Context: an optimization exercise on an open-source flow, tuned for small area. The choices shown serve that exercise and are no tape-out recipe. Only simulation tests tie the RTL to the original design; equivalence was not proved. Power figures rest on the tool's default switching activity, not on a simulated workload.

## v52
// branch_prediction
module branch_prediction #(
  parameter int INDEX_W = branch_prediction_pkg::BtbIndexW,
  parameter int CNT_W   = branch_prediction_pkg::RegBus
) (
  input  logic               clk,
  input  logic               rst,
  input  logic               ce,
  input  logic [31:0]        pc_i,
  input  logic               stall_i,
  output logic               pre_branch_flag_o,
  output logic [31:0]        pre_branch_target_address_o,
  input  logic               upd_valid_i,
  input  logic [31:0]        upd_pc_i,
  input  logic               upd_taken_i,
  input  logic [31:0]        upd_target_i,
  input  logic               upd_pred_taken_i,
  input  logic [31:0]        upd_pred_target_i,
  input  logic               perf_clr_i,
  output logic [CNT_W-1:0]   lookup_cnt_o,
  output logic [CNT_W-1:0]   hit_cnt_o,
  output logic [CNT_W-1:0]   mispred_cnt_o
);
  localparam int ENTRIES = 2 ** INDEX_W;
  localparam int TAG_W   = branch_prediction_pkg::InstAddrBus - INDEX_W - 2;
  logic [ENTRIES-1:0] r_valid;
  logic [TAG_W-1:0]   r_tag    [ENTRIES];
  ...
Size: roughly 270 I/O pins, roughly 40000 um2 of cells after synthesis.
clock: 10.0 ns
lec_check: 0
cap_margin: 0
core_margin: 2
core_utilization: 55
slew_margin: 0
synth_hierarchical: 1
standard.sh (not shown) runs the stock make flow with config.mk's settings and CLKGATE_MAP_FILE= SYNTH_SCRIPT=/design/flow/synth_recipe.tcl, a recipe that flattens the netlist after the stock synthesis.
==> flow/flow/run.sh <==
#!/bin/bash
# Standard synthesis, then the standard layout with three changes: the port
# buffers are the smallest buffer (buf_1) instead of the default pick; the clock
# tree is built from clkbuf_16 cells in sink clusters of up to 24, without dummy
# loads; and after synthesis the resizer may not use the largest buffers and
# inverters (it repairs long, heavily loaded nets with several smaller ones).
# ORFS writes each step's full log under orfs/logs; make's own output goes to
# synth_flow.log and layout_flow.log.
set -euo pipefail
export BUFFER_PORTS_ARGS="-buffer_cell sky130_fd_sc_hd__buf_1"
export CTS_ARGS="-sink_clustering_enable -repair_clock_nets -dont_use_dummy_load -buf_list sky130_fd_sc_hd__clkbuf_16 -sink_clustering_size 24 -sink_clustering_max_diameter 80"
bash standard.sh synth > synth_flow.log 2>&1
PLATFORM_DONT_USE="sky130_fd_sc_hd__probe_p_8 sky130_fd_sc_hd__probec_p_8 sky130_fd_sc_hd__lpflow_bleeder_1 sky130_fd_sc_hd__lpflow_clkbufkapwr_1 sky130_fd_sc_hd__lpflow_clkbufkapwr_16 sky130_fd_sc_hd__lpflow_clkbufkapwr_2 sky130_fd_sc_hd__lpflow_clkbufkapwr_4 sky130_fd_sc_hd__lpflow_clkbufkapwr_8 sky130_fd_sc_hd__lpflow_clkinvkapwr_1 sky130_fd_sc_hd__lpflow_clkinvkapwr_16 sky130_fd_sc_hd__lpflow_clkinvkapwr_2 sky130_fd_sc_hd__lpflow_clkinvkapwr_4 sky130_fd_sc_hd__lpflow_clkinvkapwr_8 sky130_fd_sc_hd__lpflow_decapkapwr_12 sky130_fd_sc_hd__lpflow_decapkapwr_3 sky130_fd_sc_hd__lpflow_decapkapwr_4 sky130_fd_sc_hd__lpflow_decapkapwr_6 sky130_fd_sc_hd__lpflow_decapkapwr_8 sky130_fd_sc_hd__lpflow_inputiso0n_1 sky130_fd_sc_hd__lpflow_inputiso0p_1 sky130_fd_sc_hd__lpflow_inputiso1n_1 sky130_fd_sc_hd__lpflow_inputiso1p_1 sky130_fd_sc_hd__lpflow_inputisolatch_1 sky130_fd_sc_hd__lpflow_isobufsrc_1 sky130_fd_sc_hd__lpflow_isobufsrc_16 sky130_fd_sc_hd__lpflow_isobufsrc_2 sky130_fd_sc_hd__lpflow_isobufsrc_4 sky130_fd_sc_hd__lpflow_isobufsrc_8 sky130_fd_sc_hd__lpflow_isobufsrckapwr_16 sky130_fd_sc_hd__lpflow_lsbuf_lh_hl_isowell_tap_1 sky130_fd_sc_hd__lpflow_lsbuf_lh_hl_isowell_tap_2 sky130_fd_sc_hd__lpflow_lsbuf_lh_hl_isowell_tap_4 sky130_fd_sc_hd__lpflow_lsbuf_lh_isowell_4 sky130_fd_sc_hd__lpflow_lsbuf_lh_isowell_tap_1 sky130_fd_sc_hd__lpflow_lsbuf_lh_isowell_tap_2 sky130_fd_sc_hd__lpflow_lsbuf_lh_isowell_tap_4"
EXTRA_DONT_USE="sky130_fd_sc_hd__buf_8 sky130_fd_sc_hd__buf_12 sky130_fd_sc_hd__buf_16 sky130_fd_sc_hd__bufbuf_8 sky130_fd_sc_hd__bufbuf_16 sky130_fd_sc_hd__bufinv_8 sky130_fd_sc_hd__bufinv_16 sky130_fd_sc_hd__inv_12 sky130_fd_sc_hd__inv_16"
bash standard.sh "DONT_USE_CELLS=$PLATFORM_DONT_USE $EXTRA_DONT_USE" finish > layout_flow.log 2>&1
[inputs] v43 vs v52
--- a/flow/config.mk
+++ b/flow/config.mk
@@ -10 +10 @@
-export CORE_UTILIZATION = 55
+export CORE_UTILIZATION = 45
## What came out
v43 has completed all stages; timing, DRC and antenna checks passed.
From v52 to v43, number of port buffers did not move at all.
From v52 to v43 the numbers moved as follows: cell count went up, sum of buffers and inverters on the critical path went down, wire length reported by the detailed router went down, shortest period the worst path allows went down, worst hold margin went down.
Compared with v52, v43 shows final RePlAce weighted congestion lower by about 1.5%.
Total power of v43 is on par with v52.
Compared v43 against v52; critical path required time within noise.
When v43 is set beside v52, its count of plain and timing-repair buffers in the layout turns out to be about 2% smaller.
Setup changes, v43 to v35
--- a/flow/flow/run.sh
+++ b/flow/flow/run.sh
@@ -4 +4 @@
-# tree is built from clkbuf_16 cells in sink clusters of up to 24, without dummy
+# tree is built from clkbuf_16 cells in sink clusters of up to 28, without dummy
@@ -11 +11 @@
-export CTS_ARGS="-sink_clustering_enable -repair_clock_nets -dont_use_dummy_load -buf_list sky130_fd_sc_hd__clkbuf_16 -sink_clustering_size 24 -sink_clustering_max_diameter 80"
+export CTS_ARGS="-sink_clustering_enable -repair_clock_nets -dont_use_dummy_load -buf_list sky130_fd_sc_hd__clkbuf_16 -sink_clustering_size 28 -sink_clustering_max_diameter 90"
--- a/flow/config.mk
+++ b/flow/config.mk
@@ -10 +10,2 @@
-export CORE_UTILIZATION = 45
+export CORE_UTILIZATION = 55
+export PLACE_DENSITY = 0.85
- v35 ran to completion and came out clean on the timing, design-rule and antenna checks.
- Higher part of the power in combinational logic among v43 and v35: v35
- Reported for v43 and v35, mean area per synthesized cell turned out identical to the last digit.
- The higher sequential group share of total power of v43 and v35 is in v35.
- The launch point of the worst path comes out pc_i[5] in one run and pc_i[2] in the other, namely in v43 and v35 respectively.
- In v35, relative contribution of the clock network to total power is lower than in v43.
- Clock group power, v35 vs v43: down by a little under 10%
- Re delay of the slowest cell on the worst path: v35 is 0.18 ns down on v43.
- The power dissipated in sequential cells of v43 and that of v35 are within noise of each other.
- Relative to v43, maximum clock frequency decreased by 0.0029 GHz in v35.
- Cell count: v35 lower than v43
- Total power was higher in the run labelled v43.

## separate check: timing with driven ports
How much do the figures lean on ideal ports? The routed layouts below were timed once more, with nothing changed but the port constraints. Step 1 (the two cells are an assumption about what drives the block):
set clk [get_ports {clk}]
set_driving_cell -lib_cell sky130_fd_sc_hd__clkbuf_16 $clk
set_driving_cell -lib_cell sky130_fd_sc_hd__buf_2 [delete_from_list [all_inputs] $clk]
Step 2, shift: input delay + t, output delay - t, t = (earliest + latest rising clock arrival at the registers) / 2. This alone moves slack from input paths to output paths. a / b / c = no drivers / after step 1 / after step 2; a / b = the first two.
run	t (ns)	slack for setup (ns)	hold slack, ns	latest minus earliest clock arrival (ns)	pins driven straight from the clock port
v52	0.708	0.637 / 0.667 / -0.042	0.476 / 0.476 / 0.476	0.037 / 0.037	1
v43	0.705	0.792 / 0.839 / 0.135	0.470 / 0.470 / 0.470	0.054 / 0.053	1
v35	0.700	0.539 / 0.589 / -0.111	0.475 / 0.475 / 0.475	0.081 / 0.082	1
With both steps, setup timing fails in v52 and v35, where it was met with ideal ports. For v52, which loses most, drivers alone change the setup slack by +0.030 ns; drivers and shift together by -0.679 ns.
